This is an optimization exercise on Yosys and OpenROAD, whose aim is small area, a short achievable clock period and few clock cycles per item, not a production implementation.
Only simulation tests tie the RTL to the original design; equivalence was not proved.

==> flow/design.v, too long to show whole: its modules and the start of the top module <==
// module multi_dataflow_core: 1700 lines
module multi_dataflow_core (
  input  logic        ap_clk,
  input  logic        ap_rst,
  input  logic [31:0] in0_data,
  output logic        in0_full_n,
  input  logic        in0_write,
  input  logic [31:0] in1_data,
  output logic        in1_full_n,
  input  logic        in1_write,
  output logic [31:0] out0_data,
  input  logic        out0_full_n,
  output logic        out0_write,
  output logic [31:0] out1_data,
  input  logic        out1_full_n,
  output logic        out1_write,
  input  logic [7:0]  ID
);
  // ...
==> flow/run.sh <==
#!/bin/bash
# synth_recipe.tcl (not shown) runs the flow's synth.tcl, then flattens the netlist and writes it again
# the make line also repeats each setting of config.mk as NAME=value (left out here)
make -C /OpenROAD-flow-scripts/flow DESIGN_CONFIG=/design/flow/config.mk WORK_HOME=/design/flow/orfs CLKGATE_MAP_FILE= SYNTH_SCRIPT=/design/flow/synth_recipe.tcl finish
==> flow/config.mk <==
export PLATFORM = sky130hd
export DESIGN_NAME = multi_dataflow_core
export DESIGN_NICKNAME = multi_dataflow_core
export VERILOG_FILES = /design/flow/design.v
export SDC_FILE = /design/flow/constraint.sdc
export NUM_CORES = 4
export LEC_CHECK = 0
export ABC_AREA = 1
export CAP_MARGIN = 20
export CORE_MARGIN = 2
export CORE_UTILIZATION = 40
export SETUP_SLACK_MARGIN = 5
export SLEW_MARGIN = 20
==> flow/constraint.sdc <==
create_clock -name core_clock -period 8.5 [get_ports {ap_clk}]
set_input_delay 1.7000 -clock core_clock [delete_from_list [all_inputs] [get_ports {ap_clk}]]
set_output_delay 1.7000 -clock core_clock [all_outputs]
set_load 0.01 [all_outputs]
==> qor.csv, run 1 <==
metric;value;unit
status;timing/DRC/antenna clean;
use_met2;43.4;%
multi_input_gates;1931;
synth.most_common_cell;nand2_1;
finalHoldViolCount;0;
endpoint;s1_q[112]$_DFFE_PN_;
cts_resized;83;
n_all_buffers;238;
max_freq;0.282;GHz
cts.clk_slew.worst_paths;0.07;ns
setup_ws;4.95;ns
wl_per_cell;22.2;um
synth_simple_gate_area_share;13.5;%
cts_root_buf;clkbuf_16;
final_area;31000;sq um
die-area;67700;sq um
grt_util_met1;32.7;%
grt_max_degree;70;
yosysWarnings;1;
gr-max-usage-layer;met2;
max-slew-margin-rel;34.6;%
grtUsageTotal;26.2;%
num_rows;93;
dominant_cells;multi-input gates;
synth_flop_cell;edfxtp_1;
finalNonFillerCells;3982;
rsz0062_at_grt;yes;
synthMuxAreaShare;0.124;%
synth_edf_count;216;
seq_area_frac_synth;36.7;%
syn_area;26200;sq um
startpoint_type;register;
numCtsBuffers;43;
gr-total-overflow;0;
mostFrequentLayoutCells;nand2_1, inv_1, xor2_1;
Testbench counts, summed over its fixed seeds: cycles 8,288, items 8,192.
==> inputs of run 2 (changes only) <==
--- a/flow/design.v
+++ b/flow/design.v
@@ -16,39 +16,44 @@
   input  logic [7:0]  ID
 );
   localparam int NS1 = 120;
   logic        hv_a, sv_a, hv_b, sv_b;
   logic        s1v, o0v, o1v;
   logic        id1_q, idok_q;
   logic        push_a, push_b, fire, adv0, s1_rdy, o1_rdy;
   logic [31:0] ha, hb, sa, sb;
-  assign in0_full_n = ~sv_a;
-  assign in1_full_n = ~sv_b;
+  logic        fn_a, fn_b;    
+  assign in0_full_n = fn_a;
+  assign in1_full_n = fn_b;
   assign push_a = in0_write & ~sv_a;
   assign push_b = in1_write & ~sv_b;
   assign adv0   = ~o0v | out0_full_n;
   assign s1_rdy = ~s1v | adv0;
   assign o1_rdy = ~o1v | out1_full_n;
   assign fire   = hv_a & hv_b & idok_q & s1_rdy & o1_rdy;
   always_ff @(posedge ap_clk or negedge ap_rst) begin
     if (!ap_rst) begin
       hv_a   <= 1'b0;
       sv_a   <= 1'b0;
       hv_b   <= 1'b0;
       sv_b   <= 1'b0;
       s1v    <= 1'b0;
       o0v    <= 1'b0;
       o1v    <= 1'b0;
       idok_q <= 1'b0;
+      fn_a   <= 1'b1;
+      fn_b   <= 1'b1;
     end else begin
       hv_a   <= (hv_a & ~fire) | sv_a | push_a;
       sv_a   <= hv_a & ~fire & (sv_a | push_a);
       hv_b   <= (hv_b & ~fire) | sv_b | push_b;
       sv_b   <= hv_b & ~fire & (sv_b | push_b);
+      fn_a   <= ~(hv_a & ~fire & (sv_a | push_a));
+      fn_b   <= ~(hv_b & ~fire & (sv_b | push_b));
       if (s1_rdy) s1v <= fire;
       if (adv0)   o0v <= s1v;
       if (o1_rdy) o1v <= fire;
       idok_q <= (ID == 8'd1) || (ID == 8'd2);
     end
   end
   logic        id1_d, ld_b;
   logic [31:0] hb_nxt;
==> qor.csv, run 2 <==
metric;value;unit;change
setup_viol;0;;unchanged
wirelength;85600;um;was 88600 um
final_common_cell;nand2_1;;unchanged
cts_root_buf;clkbuf_16;;unchanged
r2r_start;bo[1]$_DFF_P_;;unchanged
yosys.area.top_type;edfxtp_1;;unchanged
cts.htree.levels;2;;unchanged
tns;0;ns;unchanged
num_rows;94;;was 93
finalHoldViolCount;0;;unchanged
dieWidth;261;um;was 260 um
cts_tree;yes;;unchanged
register_area;9710;sq um;was 9650 sq um
largest_reg_flops;120;;unchanged
start_util;40.2;%;was 40.6%
mostFrequentLayoutCells;nand2_1, inv_1, xor2_1;;unchanged
max_freq;0.284;GHz;was 0.282 GHz
gr-total-overflow;0;;unchanged
synth_top_area_share;24.6;%;was 24.7%
cp.required;8.82;ns;was 8.85 ns
hp-class;register to register;;unchanged
numCtsBuffers;46;;was 43
num-fill-cells;6131;;was 6223
whs_endpoint;sa[31]$_DFF_P_;;unchanged
io_buffers;145;;unchanged
wl_per_cell;21.3;um;was 22.2 um
clk_path_buf_depth;3;;unchanged
initialDrtViolationCount;2123;;was 1749
multi_input_area;14600;sq um;was 14400 sq um
top_register;s1_q;;unchanged
synth_cells;2928;;was 2927
yosysWarnings;1;;unchanged
seq_area_frac_synth;36.8;%;was 36.7%
status;timing/DRC/antenna clean;;unchanged
maxCapViolations;0;;unchanged
synth.most_common_cell;nand2_1;;unchanged
io_pins;146;;unchanged
max-slew-margin-rel;29.3;%;was 34.6%
worst_ep_arrival_time;3.84;ns;was 3.90 ns
drive_above_1_share;12.7;%;was 10.8%
syn_area_per_cell;9.00;sq um;was 8.97 sq um
ant_nets;0;;unchanged
grt_pass1_wl;129000;um;was 132000 um
rsz0062_at_grt;yes;;unchanged
worstMarginPinSlew;1.06;ns;was 0.980 ns
finalNonFillerCells;4012;;was 3982
period_share;41.4;%;was 41.7%
grtUsageTotal;25.3;%;was 26.2%
synth-seq-cells;373;;was 371
slew_violations;0;;unchanged
drc;0;;unchanged
core;65500;sq um;was 64700 sq um
viasPerCell;5.28;;was 5.37
diodes;0;;unchanged
synth_area_leaders;edfxtp_1, fa_1, dfxtp_1, xor2_1, nand2_1;;unchanged
grt_max_degree;75;;was 70
syn_nets;3287;;was 3286
ff2ff_setup_slack;4.98;ns;was 4.95 ns
endpoint_kind;register;;unchanged
hp-start;sa[31]$_DFF_P_;;unchanged
cts.clk_slew.worst_paths;0.06;ns;was 0.07 ns
whs_path_depth;2;;unchanged
critPathKind;register to register;;unchanged
routed-via-count;21200;;was 21400
clock_latency;0.60;ns;about the same
synth_cell_types;53;;was 55
final_util;48.3;%;was 47.9%
synthTopCellsByCount;nand2_1, inv_1, xor2_1;;unchanged
first_pass_iters;6;;was 5
first_global_vias;21600;;was 21400
antenna_found_initial;0;;was 2
finalClockSkew;0.0281;ns;was 0.0165 ns
synth_flop_cell;edfxtp_1;;unchanged
die-area;67900;sq um;was 67700 sq um
placed_cells;3836;;was 3819
r2r_cells;11;;was 9
final.min_clock_period;3.52;ns;was 3.55 ns
cts_sinks;373;;was 371
die_y;261;um;was 260 um
nets;3469;;was 3451
gp_congestion;0.921;;was 0.946
dpl.hpwl;63300;um;was 64400 um
syn_area;26300;sq um;was 26200 sq um
cp_max_fo;7;;unchanged
synthArstFlopShare;2.68;%;was 2.16%
reg2reg_to;s1_q[96]$_DFFE_PN_;;was s1_q[112]$_DFFE_PN_
synth_edf_count;216;;unchanged
startpoint_type;register;;unchanged
area_delta_synth_final;20.1;%;was 18.1%
-- run 2: layer usage --
metal	vias up	routed length (um)	GRT usage [%]	part of all wire (%)
li1	9869	-	-	-
met1	10200	36500	33.2	43
met2	905	39700	41.6	46
met3	200	5630	3.98	6.6
met4	0	3760	10.3	4.4
met5	-	0	0	0
-- run 2: stage by stage --
| step | setup slack, ns | hold WS (ns) | instance area [sq um] |
|---|---|---|---|
| 3_5_place_dp | 3.71 | 0.439 | 28700 |
| 3_3_place_gp | 3.64 | 0.436 | 28700 |
| 5_1_grt | 4.94 | 0.488 | 31600 |
| 6_report | 4.98 | 0.452 | 31600 |
| 4_1_cts | 4.98 | 0.456 | 31000 |
| 2_1_floorplan | 4.56 | 0.386 | 26600 |
-- run 2: logic make-up after synthesis --
group / after synthesis / share of synthesized area (%)
xor gates and xnor gates: 290 / 9.64
buffers and inverters: 645 / 9.62
and+or+nand+nor: 826 / 12.7
DFF: 373 / 36.8
adders and majority gates: 281 / 18.8
AOI/OAI and AO/OA: 510 / 12.4
muxes: 3 / 0.124
-- run 2: worst max path at each step --
stage                  startpoint                   to  cells after the start
floorplan             out0_full_n        bt[3]$_DFF_P_                     11
global placement            ID[7]       bt[15]$_DFF_P_                      9
detailed placement          ID[5]        bt[3]$_DFF_P_                      9
CTS                 bo[1]$_DFF_P_  s1_q[112]$_DFFE_PN_                      9
global route        bo[1]$_DFF_P_   s1_q[96]$_DFFE_PN_                     11
finish              bo[1]$_DFF_P_   s1_q[96]$_DFFE_PN_                     11
-- run 2: what timing repair did --
item,in CTS,in global routing
pin swaps,4,31
endpoints found under the setup margin,178,84
gates resized for setup,71,73
cloned,10,5
buffers inserted,43,32
hold buffers,0,0
-- run 2: final cells by class --
cell class	instances	share of cell area, %
clock buffers	52	4.01
multi-input cells	1913	46.0
repair inverters	7	0.131
clock inverters	34	1.20
flip-flops and latches	373	30.7
well taps	864	3.42
inverters	513	6.68
repair buffers	256	7.84
-- run 2: critical path, stage by stage (launching register included) --
cell,delay [ns]
dfxtp_4,0.37
clkinvlp_4,0.22
buf_6,0.20
o22ai_4,0.16
a21oi_2,0.09
fa_1,0.59
inv_2,0.05
fa_1,0.53
inv_1,0.06
fa_1,0.48
inv_1,0.05
fa_1,0.43
Testbench counts of run 2, summed over its fixed seeds: cycles 8,288, items 8,192.
==> inputs of run 3 (changes only) <==
==> flow/flow/run.sh (new file) <==
#!/bin/bash
# The standard layout, with plain buffers (buf_4) rather than the default delay-cell
# buffers on the ports. Make's full output goes to standard_flow.log in the work folder.
set -euo pipefail
bash standard.sh "BUFFER_PORTS_ARGS=-buffer_cell sky130_fd_sc_hd__buf_4" finish > standard_flow.log 2>&1
==> flow/standard.sh (new file) <==
#!/bin/bash
# synth_recipe.tcl (not shown) runs the flow's synth.tcl, then flattens the netlist and writes it again
# the make line also repeats each setting of config.mk as NAME=value (left out here)
make -C /OpenROAD-flow-scripts/flow DESIGN_CONFIG=/design/flow/config.mk WORK_HOME=/design/flow/orfs CLKGATE_MAP_FILE= SYNTH_SCRIPT=/design/flow/synth_recipe.tcl "${@:-finish}"
removed: flow/run.sh
==> qor.csv, run 3 <==
metric;value;unit;change
syn_nets;3287;;unchanged
final_area;30900;sq um;was 31600 sq um
die_y;261;um;unchanged
synth_edf_count;216;;unchanged
slew_violations;0;;unchanged
whs_path_depth;0;;was 2
ctsHoldBuffers;0;;unchanged
multi_input_area;14600;sq um;about the same
grt_pass1_wl;124000;um;was 129000 um
finalClockSkew;0.0263;ns;was 0.0281 ns
cp.required;8.81;ns;was 8.82 ns
cts_sinks;373;;unchanged
hold_ws;0.407;ns;was 0.452 ns
crit_family;adder cells;;unchanged
synth_cell_types;53;;unchanged
max_freq;0.285;GHz;was 0.284 GHz
place_ws;4.27;ns;was 3.71 ns
maxCapViolations;0;;unchanged
critPathKind;register to register;;unchanged
slowest_delay;0.57;ns;was 0.59 ns
mostFrequentLayoutCells;nand2_1, inv_1, xor2_1;;unchanged
r2r_start;ha[17]$_DFFE_PN_;;was bo[1]$_DFF_P_
synth.most_common_cell;nand2_1;;unchanged
io_buffers;145;;unchanged
synthTopCellsByCount;nand2_1, inv_1, xor2_1;;unchanged
worstSetupStartpoint;ha[17]$_DFFE_PN_;;was bo[1]$_DFF_P_
finalHoldViolCount;0;;unchanged
worstPathCellList;clkinvlp_4 > buf_4 > o22ai_1 > o22ai_1 > a21oi_1 > fa_1 > fa_1 > inv_1 > fa_1;;was clkinvlp_4 > buf_6 > o22ai_4 > a21oi_2 > fa_1 > inv_2 > fa_1 > inv_1 > fa_1 > inv_1 > fa_1
cp_max_fo;5;;was 7
setup_ws;5.00;ns;was 4.98 ns
tns;0;ns;unchanged
hp-start;bn0x$_DFF_P_;;was sa[31]$_DFF_P_
dpl.hpwl;59300;um;was 63300 um
max-slew-margin-rel;27.1;%;was 29.3%
reg2reg_to;s1_q[68]$_DFFE_PN_;;was s1_q[96]$_DFFE_PN_
num_rows;94;;unchanged
seq_area_frac_synth;36.8;%;unchanged
cts_tree;yes;;unchanged
worstMarginPinSlew;1.09;ns;was 1.06 ns
synth_flop_cell;edfxtp_1;;unchanged
antenna_found_initial;3;;was 0
final_common_cell;nand2_1;;unchanged
synth_area_leaders;edfxtp_1, fa_1, dfxtp_1, xor2_1, nand2_1;;unchanged
worst_ep_arrival_time;3.82;ns;was 3.84 ns
clock_latency;0.59;ns;was 0.60 ns
ff2ff_setup_slack;5.00;ns;was 4.98 ns
startpoint_type;register;;unchanged
grtUsageTotal;24.1;%;was 25.3%
viasPerCell;5.28;;about the same
top_register;s1_q;;unchanged
routed-via-count;21100;;was 21200
numCtsBuffers;42;;was 46
crit_slowest_cell;fa_1;;unchanged
synth-seq-cells;373;;unchanged
register_area;9700;sq um;was 9710 sq um
yosysWarnings;1;;unchanged
synthArstFlopShare;2.68;%;unchanged
setup_viol;0;;unchanged
ant_nets;0;;unchanged
cts_root_buf;clkbuf_16;;unchanged
start_util;40.2;%;unchanged
syn_area;26300;sq um;unchanged
grt_max_degree;78;;was 75
cp_common_cell;fa_1;;unchanged
num-fill-cells;6233;;was 6131
die-area;67900;sq um;unchanged
period_share;41.2;%;was 41.4%
clk_path_buf_depth;3;;unchanged
first_pass_iters;6;;unchanged
hp-class;register to register;;unchanged
area_delta_synth_final;17.2;%;was 20.1%
syn_area_per_cell;9.00;sq um;unchanged
final.min_clock_period;3.50;ns;was 3.52 ns
io_pins;146;;unchanged
rsz0062_at_grt;yes;;unchanged
nets;3453;;was 3469
dieWidth;261;um;unchanged
core;65500;sq um;unchanged
gp_congestion;0.949;;was 0.921
whs_endpoint;s1_q[1]$_DFFE_PN_;;was sa[31]$_DFF_P_
first_global_vias;20500;;was 21600
synth_top_area_share;24.6;%;unchanged
largest_reg_flops;120;;unchanged
yosys.area.top_type;edfxtp_1;;unchanged
initialDrtViolationCount;2091;;was 2123
r2r_cells;9;;was 11
status;timing/DRC/antenna clean;;unchanged
drive_above_1_share;16.9;%;was 12.7%
post_dp_cell_area;28300;sq um;was 28700 sq um
cp_num_buf_inv;3;;was 5
drc;0;;unchanged
wirelength;81800;um;was 85600 um
cts.htree.levels;2;;unchanged
endpoint_kind;register;;unchanged
wl_per_cell;20.5;um;was 21.3 um
worstSetupPathDepth;9;;was 11
cts.clk_slew.worst_paths;0.06;ns;about the same
synth_cells;2928;;unchanged
gr-total-overflow;0;;unchanged
==> run 3: timing repair <==
item | in CTS | in global routing
pin swaps | 0 | 19
setup buffers | 53 | 22
gates resized for setup | 60 | 75
gates cloned | 13 | 1
endpoints found under the setup margin | 58 | 42
==> run 3: stage by stage <==
stage / std cells / utilization [%]
after floorplan: 2928 / -
after global placement: 3825 / 43.2
after detailed placement: 3825 / 43.2
after CTS: 3969 / 46.4
after global routing: 3992 / 47.1
final: 3993 / 47.1
==> run 3: cell families (layout without fill, tap and decap cells) <==
group / Yosys count / count (layout) / share of synthesized area [%]
simple gates: 826 / 827 / 12.7
buf+inv: 645 / 844 / 9.62
compound gates: 510 / 510 / 12.4
flops: 373 / 373 / 36.8
xor+xnor: 290 / 290 / 9.64
fa+ha+maj: 281 / 281 / 18.8
mux: 3 / 3 / 0.124
other cells: 0 / 1 / 0
==> run 3: area by class of cell <==
cell class / instances / share of cell area (%)
flip-flops and latches: 373 / 31.5
repair buffers: 240 / 6.01
clock buffers: 55 / 3.84
repair inverters: 13 / 0.219
well taps: 864 / 3.50
diodes: 1 / 0.00811
clock inverters: 23 / 0.847
multi-input cells: 1911 / 47.3
inverters: 513 / 6.82
==> run 3: worst max path at each step <==
stage                          end  slack [ns]
4_1_cts        s1_q[100]$_DFFE_PN_        4.99
2_1_floorplan        bt[3]$_DFF_P_        4.56
3_5_place_dp    s1_q[96]$_DFFE_PN_        4.27
6_report        s1_q[68]$_DFFE_PN_        5.00
5_1_grt         s1_q[96]$_DFFE_PN_        4.92
3_3_place_gp    s1_q[96]$_DFFE_PN_        4.29
==> run 3: layer usage <==
metal / vias to the layer above / track usage, % / routed length [um]
li1: 9838 / - / -
met1: 10000 / 33.1 / 35200
met2: 997 / 37.6 / 35900
met3: 205 / 4.02 / 6890
met4: 0 / 10.4 / 3860
met5: - / 0 / 0

==> port drivers added, routing unchanged <==
No port has a modelled driver above. Below, the same layouts with a new extraction and two added sets of constraints.
Step 1 assumes that a clkbuf_16 drives the clock port and a buf_2 every other input.
Step 2 also shifts input and output timing later by t, the mid clock arrival at the registers, as if the neighbouring blocks saw the same clock.
Slacks: ideal ports / drivers / drivers and shift; pairs: ideal ports / drivers.
run	shift t [ns]	slack for setup (ns)	worst data-port slew with drivers (ns)	pins driven straight from the clock port
run 1	0.665	4.953 / 4.953 / 4.496	0.06	1
run 2	0.645	4.979 / 4.979 / 4.519	0.05	1
run 3	0.643	4.997 / 4.997 / 4.574	0.05	1
After both steps every run listed still meets setup and hold. For run 2, which loses most, drivers alone change the setup slack by 0.000 ns; drivers and shift together by -0.460 ns.
